This is an optimization exercise on Yosys and OpenROAD, whose aim is small area, a short achievable clock period and few clock cycles per item, not a production implementation. RTL that was checked went through simulation tests only; none was proved equivalent to the original. Power is estimated from default activity; no workload was simulated.

==> branch zinc: inputs <==
## markov_jump_langevin_angle_step_top
module markov_jump_langevin_angle_step_top (
    input  logic        i_clk,
    input  logic        i_rst_n,
    input  logic        i_in_valid,
    output logic        o_in_ready,
    input  logic        i_mode,
    input  logic [31:0] i_start_angle,
    input  logic [1:0]  i_start_state,
    input  logic [15:0] i_uniform_event,
    input  logic [15:0] i_uniform_choice,
    input  logic [15:0] i_gaussian_sample,
    output logic        o_out_valid,
    input  logic        i_out_ready,
    output logic [31:0] o_angle,
    output logic [1:0]  o_state,
    output logic [31:0] o_target_angle,
    output logic [15:0] o_rotations,
    input  logic        i_cfg_we,
    input  logic [2:0]  i_cfg_idx,
    input  logic [63:0] i_cfg_data
);
Settings: LEC_CHECK=0, CAP_MARGIN=20, CORE_MARGIN=2, CORE_UTILIZATION=40, SETUP_SLACK_MARGIN=5, SLEW_MARGIN=20; clock period 14.0 ns.
run.sh (not shown) runs the stock make flow with config.mk's settings and CLKGATE_MAP_FILE= SYNTH_SCRIPT=/design/flow/synth_recipe.tcl, a recipe that flattens the netlist after the stock synthesis.
==> branch harbor: changes against branch zinc <==
--- a/flow/design.v
+++ b/flow/design.v
@@ -19,35 +19,19 @@
     input  logic [mjl_pkg::WORD_W-1:0] i_word,
     input  logic                       i_adv,
     output logic                       o_ready,
     output logic                       o_valid,
     output logic [mjl_pkg::WORD_W-1:0] o_word
 );
-    logic                       r_sk_v;
-    logic [mjl_pkg::WORD_W-1:0] r_sk_w;
-    assign o_ready = !r_sk_v;
+    assign o_ready = !o_valid || i_adv;
     always_ff @(posedge i_clk) begin
-        if (!i_rst_n) begin
-            o_valid <= 1'b0;
-            r_sk_v  <= 1'b0;
-        end else if (i_adv) begin
-            o_valid <= r_sk_v || i_accept;
-            r_sk_v  <= 1'b0;
-        end else if (i_accept) begin
-            if (!o_valid) o_valid <= 1'b1;
-            else          r_sk_v  <= 1'b1;
-        end
+        if (!i_rst_n)     o_valid <= 1'b0;
+        else if (o_ready) o_valid <= i_accept;
     end
     always_ff @(posedge i_clk) begin
-        if (i_adv) begin
-            if (r_sk_v) o_word <= r_sk_w;
-            else if (i_accept) o_word <= i_word;
-        end else if (i_accept && !o_valid) begin
-            o_word <= i_word;
-        end
-        if (!i_adv && i_accept && o_valid) r_sk_w <= i_word;
+        if (i_accept) o_word <= i_word;
     end
 endmodule
 module mjl_front (
     input  logic [mjl_pkg::WORD_W-1:0] i_word,
     input  logic [1:0]                 i_s,
     input  logic signed [15:0]         i_r,
@@ -57,31 +41,31 @@
     input  logic [63:0]                i_cdf1,
     output logic [1:0]                 o_s,
     output logic signed [15:0]         o_r,
     output logic signed [33:0]         o_tr
 );
     logic        mode;
-    logic [15:0] ue, uc, lv, c0, c1;
-    logic [1:0]  p, to;
+    logic [15:0] ue, uc;
+    logic [7:0]  nxt;               
     logic        up, dn;
     always_comb begin
         mode = i_word[48];
         ue   = i_word[47:32];
         uc   = i_word[31:16];
-        lv   = i_leave[16*i_s +: 16];
-        c0   = i_cdf0[16*i_s +: 16];
-        c1   = i_cdf1[16*i_s +: 16];
-        if (c0 > uc)      p = 2'd0;
-        else if (c1 > uc) p = 2'd1;
-        else              p = 2'd2;
-        to = (p < i_s) ? p : p + 2'd1;
+        for (int s = 0; s < 4; s++) begin
+            logic [1:0] p, to;
+            if (i_cdf0[16*s +: 16] > uc)      p = 2'd0;
+            else if (i_cdf1[16*s +: 16] > uc) p = 2'd1;
+            else                              p = 2'd2;
+            to = (p < 2'(s)) ? p : p + 2'd1;
+            nxt[2*s +: 2] = (ue < i_leave[16*s +: 16]) ? to : 2'(s);
+        end
         if (mode == mjl_pkg::MODE_START) o_s = i_word[33:32];
-        else if (ue < lv)                o_s = to;
-        else                             o_s = i_s;
-        up = mode && i_s == 2'd3 && o_s == 2'd0 && i_r != 16'sh7fff;
-        dn = mode && i_s == 2'd0 && o_s == 2'd3 && i_r != 16'sh8000;
+        else                             o_s = nxt[2*i_s +: 2];
+        up = mode && i_s == 2'd3 && nxt[7:6] == 2'd0 && i_r != 16'sh7fff;
+        dn = mode && i_s == 2'd0 && nxt[1:0] == 2'd3 && i_r != 16'sh8000;
         if (mode == mjl_pkg::MODE_START) begin
             o_r  = 16'sd0;
             o_tr = 34'sd0;
         end else begin
             o_r  = i_r + $signed({{15{dn}}, up | dn});
             o_tr = i_tr + (up ? mjl_pkg::TWO_PI_THIRD : dn ? -mjl_pkg::TWO_PI_THIRD : 34'sd0);
@@ -1865,13 +1849,13 @@
         end
     end
     logic                       adv;       
     logic                       accept;
     logic [mjl_pkg::WORD_W-1:0] new_word, i_word;
     logic                       i_v;
-    assign adv      = !o_out_valid || i_out_ready;
+    assign adv      = (!o_out_valid || i_out_ready) && !r_ovf;
     assign accept   = i_in_valid && o_in_ready;
     assign new_word = (i_mode == mjl_pkg::MODE_START)
                     ? {i_mode, 14'd0, i_start_state, i_start_angle}
                     : {i_mode, i_uniform_event, i_uniform_choice, i_gaussian_sample};
     mjl_queue u_queue (
         .i_clk    (i_clk),
@@ -1883,12 +1867,13 @@
         .o_valid  (i_v),
         .o_word   (i_word)
     );
     logic               r1_v, r1_mode;
     logic [31:0]        r1_x;       
     logic [1:0]         r_s;        
+    logic [15:0]        r1_rest;    
     logic signed [15:0] r_r;        
     logic signed [33:0] r_tr;       
     logic [1:0]         s_new;
     logic signed [15:0] r_new;
     logic signed [33:0] tr_new;
     mjl_front u_front (
@@ -1919,24 +1904,25 @@
         end
     end
     always_ff @(posedge i_clk) begin
         if (adv && i_v) begin
             r1_mode <= i_word[48];
             r1_x    <= i_word[31:0];
+            r1_rest <= r_rest[16*s_new +: 16];
         end
     end
-    logic               r2_v;
+    logic               r2_v, r2_mode;
     logic [48:0]        r2_x;       
     logic [1:0]         r2_s;
     logic signed [15:0] r2_r;
     logic signed [31:0] r2_t;
     logic signed [34:0] t_sum;
     logic signed [31:0] t1;         
     logic [52:0]        n_s, n_c, dp;
     always_comb begin
-        t_sum = $signed({16'd0, r_rest[16*r_s +: 16], 3'b000}) + 35'(r_tr);
+        t_sum = $signed({16'd0, r1_rest, 3'b000}) + 35'(r_tr);
         if (t_sum > 35'sd2147483647)       t1 = 32'sh7fffffff;
         else if (t_sum < -35'sd2147483648) t1 = 32'sh80000000;
         else                               t1 = t_sum[31:0];
     end
     mjl_noise_tree u_noise (
         .i_gn (r_gain),
@@ -1950,25 +1936,27 @@
         if (!i_rst_n) r2_v <= 1'b0;
         else if (adv) r2_v <= r1_v;
     end
     always_ff @(posedge i_clk) begin
         if (adv && r1_v) begin
             r2_x <= dp[52:4];
+            r2_mode <= r1_mode;
             r2_s <= r_s;
             r2_r <= r_r;
             r2_t <= t1;
         end
     end
     logic signed [32:0] r_e;        
+    logic               r_ovf, r_ovf_neg, r_out_v;
     logic signed [32:0] tnext;      
     logic [52:0]        l_s, l_c, x1, x2;
     logic [52:16]       s2, c2;
     logic [36:0]        w_neg;
     logic               ovf;
-    logic signed [31:0] a_step;
-    logic signed [32:0] e_step, e_new, y, cmax, cmin;
+    logic signed [31:0] a_clamp;
+    logic signed [32:0] e_new, y, e_fix;
     mjl_loop_tree u_loop (
         .i_e  (r_e),
         .i_kn (r_kn),
         .i_k1 (r_k1),
         .i_k2 (r_k2),
         .i_dp ({r2_x, 4'b0000}),
@@ -1984,38 +1972,42 @@
             if (k < 52)
                 c2[k+1] = (l_s[k] & l_c[k]) | (l_s[k] & w_neg[k-16]) | (l_c[k] & w_neg[k-16]);
         end
         c2[16] = 1'b1;
         x2   = {s2, l_s[15:0]} + {c2, l_c[15:0]};
         ovf  = !(&x1[52:47] || !(|x1[52:47]));
-        cmax = 33'sd2147483647 - tnext;
-        cmin = -33'sd2147483648 - tnext;
-        if (ovf) begin
-            a_step = x1[52] ? 32'sh80000000 : 32'sh7fffffff;
-            e_step = x1[52] ? cmin : cmax;
-        end else begin
-            a_step = x1[47:16];
-            e_step = x2[48:16];
-        end
         y = r_e - tnext;
-        if (r1_v && r1_mode == mjl_pkg::MODE_START) e_new = 33'sd0;
-        else if (r2_v)                              e_new = e_step;
+        a_clamp = r_ovf_neg ? 32'sh80000000 : 32'sh7fffffff;
+        e_fix   = 33'(a_clamp) - ((r2_v && r2_mode == mjl_pkg::MODE_STEP) ? 33'(r2_t) : 33'sd0);
+        if (r_ovf)                                  e_new = (r2_v && r2_mode == mjl_pkg::MODE_START) ? r_e : e_fix;
+        else if (r1_v && r1_mode == mjl_pkg::MODE_START) e_new = 33'sd0;
+        else if (r2_v)                              e_new = x2[48:16];
         else                                        e_new = y;
     end
+    assign o_out_valid = r_out_v && !r_ovf;
     always_ff @(posedge i_clk) begin
         if (!i_rst_n) begin
-            r_e         <= 33'sd0;
-            o_out_valid <= 1'b0;
-        end else if (adv) begin
-            r_e         <= e_new;
-            o_out_valid <= r2_v;
+            r_e     <= 33'sd0;
+            r_out_v <= 1'b0;
+            r_ovf   <= 1'b0;
+        end else begin
+            if (adv || r_ovf) r_e <= e_new;
+            if (adv) begin
+                r_out_v <= r2_v;
+                r_ovf   <= r2_v && ovf;
+            end else begin
+                r_ovf   <= 1'b0;
+            end
         end
     end
     always_ff @(posedge i_clk) begin
         if (adv && r2_v) begin
-            o_angle        <= a_step;
+            o_angle        <= x1[47:16];
+            r_ovf_neg      <= x1[52];
             o_state        <= r2_s;
             o_target_angle <= r2_t;
             o_rotations    <= r2_r;
+        end else if (r_ovf) begin
+            o_angle        <= a_clamp;
         end
     end
 endmodule
==> branch cedar: changes against branch zinc <==
==> flow/flow/run.sh (new file) <==
#!/bin/bash
# Standard layout, with repair_timing aiming at a setup slack margin of
# SETUP_MARGIN ns instead of 0.
set -euo pipefail
bash standard.sh SETUP_SLACK_MARGIN=${SETUP_MARGIN:-9} finish > standard.log 2>&1
==> flow/standard.sh (new file) <==
#!/bin/bash
# synth_recipe.tcl (not shown) runs the flow's synth.tcl, then flattens the netlist and writes it again
# the make line also repeats each setting of config.mk as NAME=value (left out here)
make -C /OpenROAD-flow-scripts/flow DESIGN_CONFIG=/design/flow/config.mk WORK_HOME=/design/flow/orfs CLKGATE_MAP_FILE= SYNTH_SCRIPT=/design/flow/synth_recipe.tcl "${@:-finish}"
SETUP_SLACK_MARGIN = unset   (was 5)
removed: flow/run.sh
==> impl_results.rst <==
.. list-table::
   :header-rows: 1

   * - Metric
     - Value
   * - Number of antenna violations at the first check in global routing
     - 14
   * - Synth Area per Inst
     - between 9 and 10 µm²
   * - Number of setup buffers added after CTS
     - roughly 320
   * - Number of vias after detailed routing
     - 56,960
   * - Core Rows
     - roughly 150
   * - CP required
     - about 15 ns
   * - Routed len/inst
     - 25.95 µm
   * - Outcome
     - no timing/DRC/antenna violations
[end of results for branch cedar]
==> impl_results.rst <==
.. list-table::
   :header-rows: 1

   * - Metric
     - Value
   * - CTS H-tree depth
     - 3
   * - Total power after layout
     - 18.26 mW
   * - Group drawing the most power
     - combinational cells
   * - Number of setup buffers added after CTS
     - 0
   * - Outcome
     - no timing/DRC/antenna violations
   * - Register cell area after layout
     - roughly 17,000 µm²
   * - Routed len/inst
     - 23.29 µm
   * - Synth Area per Inst
     - ~9.0 µm²
   * - Core Rows
     - approximately 150
   * - Sequential fraction of total cell area
     - 22.35%
   * - Commonest register cell after synthesis
     - sky130_fd_sc_hd__dfxtp_1
[end of results for branch harbor]
==> impl_results.rst <==
.. list-table::
   :header-rows: 1

   * - Metric
     - Value
   * - Outcome
     - no timing/DRC/antenna violations
   * - Synth Area per Inst
     - ~9.2 µm²
   * - Final-report max-slew violation count
     - 0
   * - Routed len/inst
     - between 20 and 25 µm
   * - Number of antenna violations at the first check in global routing
     - 6
   * - Fin cells
     - slightly above 9,000
   * - Number of setup buffers added after CTS
     - 2
   * - Path depth of the worst reg2reg path
     - 29
   * - Final non-clock buffer share
     - between 5 and 6%
   * - CP required
     - 14.45 ns
[end of results for branch zinc]
No functional check of the RTL was part of any run of this note.

---

==> v35: inputs <==
Another version of the RTL of markov_jump_langevin_angle_step_top (not shown whole).
clock: 14.0 ns
lec_check: 0
cap_margin: 20
core_margin: 2
core_utilization: 40
slew_margin: 20
standard.sh (not shown) runs the stock make flow with config.mk's settings and CLKGATE_MAP_FILE= SYNTH_SCRIPT=/design/flow/synth_recipe.tcl, a recipe that flattens the netlist after the stock synthesis.
==> flow/flow/run.sh <==
#!/bin/bash
# Standard layout, with repair_timing aiming at a setup slack margin of
# SETUP_MARGIN ns instead of 0.
set -euo pipefail
bash standard.sh SETUP_SLACK_MARGIN=${SETUP_MARGIN:-7.5} finish > standard.log 2>&1
==> v39: changes against v35 <==
--- a/flow/design.v
+++ b/flow/design.v
@@ -10,43 +10,10 @@
     localparam logic [2:0] REG_REST_ANGLE = 3'd5;
     localparam logic [2:0] REG_HOLD_GAIN  = 3'd6;
     localparam logic [2:0] REG_NOISE_GAIN = 3'd7;
     localparam int WORD_W = 49;
 endpackage
-module mjl_add #(
-    parameter int W = 8
-) (
-    input  logic [W-1:0] i_a,
-    input  logic [W-1:0] i_b,
-    input  logic         i_ci,
-    output logic [W-1:0] o_s
-);
-    localparam int L = $clog2(W);
-    logic [L:0][W-1:0] g, p;
-    logic [W:0]        c;
-    always_comb begin
-        g[0] = i_a & i_b;
-        p[0] = i_a ^ i_b;
-        g[0][0] = g[0][0] | (p[0][0] & i_ci);
-        for (int l = 0; l < L; l++) begin
-            for (int i = 0; i < W; i++) begin
-                if ((i >> l) & 1) begin
-                    int j;
-                    j = ((i >> l) << l) - 1;
-                    g[l+1][i] = g[l][i] | (p[l][i] & g[l][j]);
-                    p[l+1][i] = p[l][i] & p[l][j];
-                end else begin
-                    g[l+1][i] = g[l][i];
-                    p[l+1][i] = p[l][i];
-                end
-            end
-        end
-        c[0] = i_ci;
-        for (int i = 0; i < W; i++) c[i+1] = g[L][i];
-        o_s = p[0] ^ c[W-1:0];
-    end
-endmodule
 module mjl_queue (
     input  logic                       i_clk,
     input  logic                       i_rst_n,
     input  logic                       i_accept,
     input  logic [mjl_pkg::WORD_W-1:0] i_word,
@@ -72,23 +39,17 @@
     input  logic [63:0]                i_leave,
     input  logic [63:0]                i_cdf0,
     input  logic [63:0]                i_cdf1,
     output logic [1:0]                 o_s,
     output logic signed [15:0]         o_r,
-    input  logic [63:0]                i_rest,
-    output logic signed [33:0]         o_tr,
-    output logic signed [34:0]         o_u      
+    output logic signed [33:0]         o_tr
 );
     logic        mode;
     logic [15:0] ue, uc;
     logic [7:0]  nxt;               
     logic        up, dn;
     logic [3:0]  jump, c0_gt, c1_gt;
-    logic signed [33:0] delta, trx;
-    logic [34:0] ua, ub, uc3, us, uc2;
-    mjl_add #(.W(34)) u_add_tr (.i_a(trx), .i_b(delta), .i_ci(1'b0), .o_s(o_tr));
-    mjl_add #(.W(35)) u_add_u  (.i_a(us), .i_b(uc2), .i_ci(1'b0), .o_s(o_u));
     for (genvar s = 0; s < 4; s++) begin : g_cmp
         mjl_lt16 u_jump (.i_a(i_word[47:32]), .i_b(i_leave[16*s +: 16]), .o_lt(jump[s]));
         mjl_lt16 u_c0   (.i_a(i_word[31:16]), .i_b(i_cdf0[16*s +: 16]),  .o_lt(c0_gt[s]));
         mjl_lt16 u_c1   (.i_a(i_word[31:16]), .i_b(i_cdf1[16*s +: 16]),  .o_lt(c1_gt[s]));
     end
@@ -106,19 +67,17 @@
         end
         if (mode == mjl_pkg::MODE_START) o_s = i_word[33:32];
         else                             o_s = nxt[2*i_s +: 2];
         up = mode && i_s == 2'd3 && nxt[7:6] == 2'd0 && i_r != 16'sh7fff;
         dn = mode && i_s == 2'd0 && nxt[1:0] == 2'd3 && i_r != 16'sh8000;
-        if (mode == mjl_pkg::MODE_START) o_r = 16'sd0;
-        else                             o_r = i_r + $signed({{15{dn}}, up | dn});
-        trx   = (mode == mjl_pkg::MODE_START) ? 34'sd0 : i_tr;
-        delta = up ? mjl_pkg::TWO_PI_THIRD : dn ? -mjl_pkg::TWO_PI_THIRD : 34'sd0;
-        ua  = {16'd0, i_rest[16*o_s +: 16], 3'b000};
-        ub  = 35'(trx);
-        uc3 = 35'(delta);
-        us  = ua ^ ub ^ uc3;
-        uc2 = {((ua[33:0] & ub[33:0]) | (ua[33:0] & uc3[33:0]) | (ub[33:0] & uc3[33:0])), 1'b0};
+        if (mode == mjl_pkg::MODE_START) begin
+            o_r  = 16'sd0;
+            o_tr = 34'sd0;
+        end else begin
+            o_r  = i_r + $signed({{15{dn}}, up | dn});
+            o_tr = i_tr + (up ? mjl_pkg::TWO_PI_THIRD : dn ? -mjl_pkg::TWO_PI_THIRD : 34'sd0);
+        end
     end
 endmodule
 module mjl_lt16 (
     input  logic [15:0] i_a,
     input  logic [15:0] i_b,
@@ -1920,12 +1879,11 @@
     );
     logic               r1_v, r1_mode;
     logic [31:0]        r1_x;       
     logic [23:0]        g_enc;
     logic [1:0]         r_s;        
-    logic signed [34:0] r1_u;       
-    logic signed [34:0] u_new;
+    logic [15:0]        r1_rest;    
     logic signed [15:0] r_r;        
     logic signed [33:0] r_tr;       
     logic [1:0]         s_new;
     logic signed [15:0] r_new;
     logic signed [33:0] tr_new;
@@ -1937,13 +1895,11 @@
         .i_leave (r_leave),
         .i_cdf0  (r_cdf0),
         .i_cdf1  (r_cdf1),
         .o_s     (s_new),
         .o_r     (r_new),
-        .i_rest  (r_rest),
-        .o_tr    (tr_new),
-        .o_u     (u_new)
+        .o_tr    (tr_new)
     );
     always_ff @(posedge i_clk) begin
         if (!i_rst_n) begin
             r1_v <= 1'b0;
             r_s  <= 2'd0;
@@ -1969,11 +1925,11 @@
     end
     always_ff @(posedge i_clk) begin
         if (adv && i_v) begin
             r1_mode <= i_word[48];
             r1_x    <= (i_word[48] == mjl_pkg::MODE_STEP) ? {8'd0, g_enc} : i_word[31:0];
-            r1_u    <= u_new;
+            r1_rest <= r_rest[16*s_new +: 16];
         end
     end
     logic               r2_v, r2_mode;
     logic [48:0]        r2_x;       
     logic [1:0]         r2_s;
@@ -1981,11 +1937,11 @@
     logic signed [31:0] r2_t;
     logic signed [34:0] t_sum;
     logic signed [31:0] t1;         
     logic [52:0]        n_s, n_c, dp;
     always_comb begin
-        t_sum = r1_u;
+        t_sum = $signed({16'd0, r1_rest, 3'b000}) + 35'(r_tr);
         if (t_sum > 35'sd2147483647)       t1 = 32'sh7fffffff;
         else if (t_sum < -35'sd2147483648) t1 = 32'sh80000000;
         else                               t1 = t_sum[31:0];
     end
     mjl_noise_tree u_noise (
@@ -1995,11 +1951,11 @@
         .g2   ((r1_mode == mjl_pkg::MODE_STEP) ? r1_x[7:0] : 8'd0),
         .i_t  ((r1_mode == mjl_pkg::MODE_STEP) ? t1 : r1_x),
         .o_s  (n_s),
         .o_c  (n_c)
     );
-    mjl_add #(.W(53)) u_add_dp (.i_a(n_s), .i_b(n_c), .i_ci(1'b0), .o_s(dp));
+    assign dp = n_s + n_c;
     always_ff @(posedge i_clk) begin
         if (!i_rst_n) r2_v <= 1'b0;
         else if (adv) r2_v <= r1_v;
     end
     always_ff @(posedge i_clk) begin
@@ -2027,21 +1983,21 @@
         .i_k2 (r_k2),
         .i_dp ({r2_x, 4'b0000}),
         .o_s  (l_s),
         .o_c  (l_c)
     );
-    mjl_add #(.W(53)) u_add_x1 (.i_a(l_s), .i_b(l_c), .i_ci(1'b0), .o_s(x1));
-    mjl_add #(.W(53)) u_add_x2 (.i_a({s2, l_s[15:0]}), .i_b({c2, l_c[15:0]}), .i_ci(1'b0), .o_s(x2));
     always_comb begin
         tnext = r1_v ? 33'(t1) : 33'sd0;
+        x1    = l_s + l_c;
         w_neg = ~{{4{tnext[32]}}, tnext};
         for (int k = 16; k < 53; k++) begin
             s2[k] = l_s[k] ^ l_c[k] ^ w_neg[k-16];
             if (k < 52)
                 c2[k+1] = (l_s[k] & l_c[k]) | (l_s[k] & w_neg[k-16]) | (l_c[k] & w_neg[k-16]);
         end
         c2[16] = 1'b1;
+        x2   = {s2, l_s[15:0]} + {c2, l_c[15:0]};
         ovf  = !(&x1[52:47] || !(|x1[52:47]));
         y = r_e - tnext;
         a_clamp = r_ovf_neg ? 32'sh80000000 : 32'sh7fffffff;
         e_fix   = 33'(a_clamp) - ((r2_v && r2_mode == mjl_pkg::MODE_STEP) ? 33'(r2_t) : 33'sd0);
         if (r_ovf)                                  e_new = (r2_v && r2_mode == mjl_pkg::MODE_START) ? r_e : e_fix;
==> comparison table <==
Flip-flop and latch count after synthesis: v39 684; v35 704
R2R Setup Slk: v39 7.17 ns; v35 6.45 ns
Number of cells on the worst reg-to-reg path: v39 31; v35 30
Final design utilization: v39 48.2%; v35 48.4%
Die Height: v39 407 um; v35 410 um
Highest clock rate: v39 146 MHz; v35 132 MHz
DRT Wirelength: v39 238,000 um; v35 243,000 um
Overall die area: v39 166,000 um2; v35 168,000 um2
Worst path bufs/invs: v39 5; v35 2
Total power per unit cell area: v39 248 nW/um2; v35 227 nW/um2
Per-instance average area after synthesis: v39 8.74 um2; v35 8.97 um2
# rows: v39 148; v35 149
Combinational share of power: v39 75.8%; v35 72.6%
Count of inverters not on the clock network in the layout: v39 778; v35 918
Met2 routing resource usage after global routing: v39 44.6%; v35 45.2%
Taps Inserted: v39 2,175; v35 2,189
Run status: v39 no timing/DRC/antenna violations; v35 no timing/DRC/antenna violations
Number of synthesized flops with an enable pin: v39 281; v35 300
Sink count of the clock tree: v39 684; v35 704
Width of the die: v39 407 um; v35 410 um
Overall track demand over capacity in global routing: v39 27.5%; v35 27.7%
Footprint of the multi-input gates: v39 46,300 um2; v35 46,000 um2
Pre-CTS setup slack: v39 5.38 ns; v35 5.98 ns
Setup fix buffers added after clock tree synthesis: v39 167; v35 116
CTS clk-pin slew, worst paths: v39 0.07 ns; v35 0.06 ns
Synth top area share: v39 15.6%; v35 16.6%
Testbench counts of v39, summed over its fixed seeds: cycles 16,032, items 16,000.
The RTL of v35 was laid out without a check of its function.

[what the ideal ports hide]
The flow's constraints put no driver on any port. The routed layouts listed below were extracted and timed again, unchanged, in two steps.
Step 1 (the two cells are an assumption about what drives the block):
set clk [get_ports {i_clk}]
set_driving_cell -lib_cell sky130_fd_sc_hd__clkbuf_16 $clk
set_driving_cell -lib_cell sky130_fd_sc_hd__buf_2 [delete_from_list [all_inputs] $clk]
Step 2 times the ports against the registers' clock, not the clock port: input delays grow and output delays shrink by t, the midpoint of the rising clock arrivals with the driver on.
Three values: ideal, step 1, step 2; two values: the first two.
| run | t, ns | slack for setup (ns) | hold slack, ns | worst setup path after step 2 | worst register clock-pin slew, ns |
|---|---|---|---|---|---|
| branch zinc | 0.781 | 5.260 / 5.260 / 5.260 | 0.416 / 0.416 / 0.416 | register to register | 0.07 / 0.07 |
| branch harbor | 0.776 | 5.502 / 5.502 / 5.502 | 0.412 / 0.412 / 0.412 | register to register | 0.07 / 0.07 |
| branch cedar | 0.801 | 6.626 / 6.626 / 6.626 | 0.400 / 0.400 / 0.400 | register to register | 0.07 / 0.07 |
| v35 | 0.777 | 6.449 / 6.449 / 6.449 | 0.418 / 0.418 / 0.418 | register to register | 0.08 / 0.08 |
| v39 | 0.788 | 7.171 / 7.171 / 7.171 | 0.416 / 0.416 / 0.416 | register to register | 0.08 / 0.08 |
After both steps setup and hold are still met in every run listed.
